From an optimization exercise on the open Yosys and OpenROAD flow, aimed at small area, a short achievable clock period and few clock cycles per item; shortcuts taken in it are not production practice. Function was checked by simulation only, so behaviour that the tests miss may differ from the original.

// pe_requant
module pe_requant #(
    parameter int ACC_W  = 32,
    parameter int MULT_W = 16,
    parameter int CNT_W  = 16
) (
    input  logic              clk,
    input  logic              rst_n,
    input  logic              in_valid,
    output logic              in_ready,
    input  logic [ACC_W-1:0]  in_acc,
    input  logic [ACC_W-1:0]  in_bias,
    input  logic              in_last,
    output logic              out_valid,
    input  logic              out_ready,
    output logic [7:0]        out_data,
    output logic              out_last,
    input  logic              cfg_we,
    input  logic [MULT_W-1:0] cfg_mult,
    input  logic [4:0]        cfg_shift,
    input  logic [7:0]        cfg_zp,
    output logic              busy,
    output logic [CNT_W-1:0]  out_count
);
    localparam int SUM_W = ACC_W + 1;    
    localparam int W     = 50;           
    localparam int NDIG  = 9;            
    logic [NDIG-1:0] bone;
    logic [NDIG-2:0] btwo, bneg;
    logic [4:0]      cfg_shift_q;
  ...
==> flow/config.mk <==
export PLATFORM = sky130hd
export DESIGN_NAME = pe_requant
export DESIGN_NICKNAME = pe_requant
export VERILOG_FILES = /design/flow/design.v
export SDC_FILE = /design/flow/constraint.sdc
export NUM_CORES = 4
export LEC_CHECK = 0
export ABC_CLOCK_PERIOD_IN_PS = 4400
export CAP_MARGIN = 20
export CORE_MARGIN = 2
export CORE_UTILIZATION = 55
export CTS_BUF_LIST = sky130_fd_sc_hd__clkbuf_4 sky130_fd_sc_hd__clkbuf_8
export CTS_CLUSTER_SIZE = 30
export SETUP_SLACK_MARGIN = 4.8
export SLEW_MARGIN = 20
export SYNTH_HIERARCHICAL = 1
export SYNTH_MINIMUM_KEEP_SIZE = 0
==> flow/constraint.sdc <==
create_clock -name core_clock -period 9.0 [get_ports {clk}]
set_input_delay 1.8000 -clock core_clock [delete_from_list [all_inputs] [get_ports {clk}]]
set_output_delay 1.8000 -clock core_clock [all_outputs]
set_load 0.01 [all_outputs]
standard.sh (not shown) runs the stock make flow with config.mk's settings and CLKGATE_MAP_FILE= SYNTH_SCRIPT=/design/flow/synth_recipe.tcl, a recipe that flattens the netlist after the stock synthesis.
==> flow/flow/run.sh <==
#!/bin/bash
# Standard layout, with plain buffers (not delay buffers) on the ports and a
# clock tree without dummy loads.
export BUFFER_PORTS_ARGS="-buffer_cell sky130_fd_sc_hd__buf_1"
export CTS_ARGS="-sink_clustering_enable -repair_clock_nets -dont_use_dummy_load -sink_clustering_size 30 -buf_list {sky130_fd_sc_hd__clkbuf_4 sky130_fd_sc_hd__clkbuf_8}"
bash standard.sh > standard.log 2>&1
The first run went through all stages and came out clean.
Testbench counts at the start, summed over its fixed seeds: cycles 11,204, items 10,948.
Rerun with:
==> flow/flow/run.sh (replaced) <==
#!/bin/bash
# Standard layout, with plain buffers (not delay buffers) on the ports.
export BUFFER_PORTS_ARGS="-buffer_cell sky130_fd_sc_hd__buf_1"
bash standard.sh > standard.log 2>&1
Settings changed: SETUP_SLACK_MARGIN 4.8 to 5.0.
After rerunning: Clock-buffer cell count is higher by 27. Sequential cell count stays the same. Worst setup slack is better by 0.16 ns. Global-route usage stays flat. Maximum frequency is higher by 4.0%. Synthesized cell count is unchanged. Via count is higher by 2.7%.
Rerun with:
==> flow/flow/run.sh (replaced) <==
#!/bin/bash
# Standard layout, with plain buffers (not delay buffers) on the ports and a
# clock tree without dummy loads.
export BUFFER_PORTS_ARGS="-buffer_cell sky130_fd_sc_hd__buf_1"
export CTS_ARGS="-sink_clustering_enable -repair_clock_nets -dont_use_dummy_load -sink_clustering_size 30 -buf_list {sky130_fd_sc_hd__clkbuf_4 sky130_fd_sc_hd__clkbuf_8}"
bash standard.sh > standard.log 2>&1
Settings changed: CORE_UTILIZATION 55 to 62.
The changed run finished with timing, DRC and antenna clean.
Sequential share of layout area climbs by 0.27 points.
Global-route usage climbs by 4.2 points.
Area after synthesis does not change.
Worst hold slack is better by 0.016 ns.
Rerun with:
Settings changed: CORE_UTILIZATION 62 to 48.
- global-route usage goes down by 7.0 points
- via count shrinks by about 0.9%
- final area went up by about 1.2%
- wire length climbs by about 3.6%

Another version of the RTL of pe_requant (not shown whole).
Size: ~2400 cells after synthesis, about 250 flip-flops, ~130 I/O pins.
==> flow/config.mk <==
export PLATFORM = sky130hd
export DESIGN_NAME = pe_requant
export DESIGN_NICKNAME = pe_requant
export VERILOG_FILES = /design/flow/design.v
export SDC_FILE = /design/flow/constraint.sdc
export NUM_CORES = 4
export LEC_CHECK = 0
export ABC_CLOCK_PERIOD_IN_PS = 4400
export CAP_MARGIN = 20
export CORE_MARGIN = 2
export CORE_UTILIZATION = 55
export CTS_BUF_LIST = sky130_fd_sc_hd__clkbuf_4 sky130_fd_sc_hd__clkbuf_8
export CTS_CLUSTER_SIZE = 30
export SETUP_SLACK_MARGIN = 5.0
export SLEW_MARGIN = 20
export SYNTH_HIERARCHICAL = 1
export SYNTH_MINIMUM_KEEP_SIZE = 0
==> flow/constraint.sdc <==
create_clock -name core_clock -period 9.0 [get_ports {clk}]
set_input_delay 1.8000 -clock core_clock [delete_from_list [all_inputs] [get_ports {clk}]]
set_output_delay 1.8000 -clock core_clock [all_outputs]
set_load 0.01 [all_outputs]
==> flow/flow/run.sh <==
#!/bin/bash
# Standard layout, with plain buffers (not delay buffers) on the ports and a
# clock tree without dummy loads.
export BUFFER_PORTS_ARGS="-buffer_cell sky130_fd_sc_hd__buf_1"
export CTS_ARGS="-sink_clustering_enable -repair_clock_nets -dont_use_dummy_load -sink_clustering_size 24 -sink_clustering_max_diameter 90 -buf_list {sky130_fd_sc_hd__clkbuf_8 sky130_fd_sc_hd__clkbuf_16}"
bash standard.sh > standard.log 2>&1
Testbench counts at the start, summed over its fixed seeds: cycles 11,268, items 10,948.
==> next run, changes <==
==> flow/flow/run.sh (replaced) <==
#!/bin/bash
# Standard layout, with plain buffers (not delay buffers) on the ports and a
# clock tree without dummy loads.
export BUFFER_PORTS_ARGS="-buffer_cell sky130_fd_sc_hd__buf_1"
export CTS_ARGS="-sink_clustering_enable -repair_clock_nets -dont_use_dummy_load -sink_clustering_size 30 -buf_list {sky130_fd_sc_hd__clkbuf_4 sky130_fd_sc_hd__clkbuf_8}"
bash standard.sh > standard.log 2>&1
--- a/flow/config.mk
+++ b/flow/config.mk
@@ -8 +8 @@
-export ABC_CLOCK_PERIOD_IN_PS = 4400
+export ABC_CLOCK_PERIOD_IN_PS = 5200
Result: Area after synthesis stays the same; global-route usage goes up by 0.45 points; routed wire length goes up by 0.86%; non-clock buffer count goes down by 1; utilization goes up by 0.43 points; via count goes up by 0.84%; maximum frequency stays flat; final cell count goes up by 0.96%.
==> next run, changes <==
==> flow/flow/run.sh (replaced) <==
#!/bin/bash
# Standard layout, with plain buffers (not delay buffers) on the ports, a clock
# tree without dummy loads, and timing repair aimed at a larger setup margin.
export BUFFER_PORTS_ARGS="-buffer_cell sky130_fd_sc_hd__buf_1"
export CTS_ARGS="-sink_clustering_enable -repair_clock_nets -dont_use_dummy_load -sink_clustering_size 24 -sink_clustering_max_diameter 90 -buf_list {sky130_fd_sc_hd__clkbuf_8 sky130_fd_sc_hd__clkbuf_16}"
sed 's/SETUP_SLACK_MARGIN=[0-9.]*/SETUP_SLACK_MARGIN=5.2/' standard.sh > standard_margin.sh
bash standard_margin.sh > standard.log 2>&1
--- a/flow/config.mk
+++ b/flow/config.mk
@@ -8 +8 @@
-export ABC_CLOCK_PERIOD_IN_PS = 5200
+export ABC_CLOCK_PERIOD_IN_PS = 4400
Result: The new run finished with timing, DRC and antenna clean. Count of clock-buffer cells in the layout falls by 28. Area after synthesis is unchanged. Final area is higher slightly.

-- static timing again, ports no longer ideal --
In the flow no input, the clock included, has a driving cell. The finished layouts below were timed again as built, in two steps.
Step 1 assumes that a clkbuf_16 drives the clock port and a buf_2 every other input.
Step 2 moves the port delays by t, midway between the first and last clock arrival at a register: inputs arrive t later, outputs are due t later. That takes back most of the time a late clock gives input paths.
Three values: no drivers, after step 1, after step 2; two values: the first two.
| run | shift t [ns] | slack for setup (ns) | hold WS [ns] | slew at the worst register clock pin (ns) | worst data-port slew with drivers (ns) |
|---|---|---|---|---|---|
| the first run of note 1 | 0.645 | 4.854 / 4.854 / 4.362 | 0.321 / 0.321 / 0.321 | 0.06 / 0.06 | 0.08 |
| the second run of note 1 | 0.680 | 5.012 / 4.982 / 4.497 | 0.327 / 0.327 / 0.327 | 0.07 / 0.07 | 0.07 |
| the third run of note 1 | 0.622 | 5.015 / 4.987 / 4.491 | 0.343 / 0.343 / 0.343 | 0.06 / 0.06 | 0.06 |
| the fourth run of note 1 | 0.628 | 5.017 / 4.996 / 4.426 | 0.288 / 0.288 / 0.288 | 0.06 / 0.06 | 0.06 |
| the first run of note 2 | 0.562 | 5.017 / 4.997 / 4.650 | 0.334 / 0.334 / 0.334 | 0.09 / 0.09 | 0.06 |
| the second run of note 2 | 0.641 | 5.016 / 4.996 / 4.567 | 0.324 / 0.324 / 0.324 | 0.07 / 0.07 | 0.07 |
| the third run of note 2 | 0.566 | 5.063 / 5.029 / 4.689 | 0.335 / 0.335 / 0.335 | 0.10 / 0.10 | 0.06 |
After both steps every run listed still meets setup and hold. The setup slack of the fourth run of note 1, which loses most, moves by -0.021 ns with the drivers and by -0.591 ns with both steps.
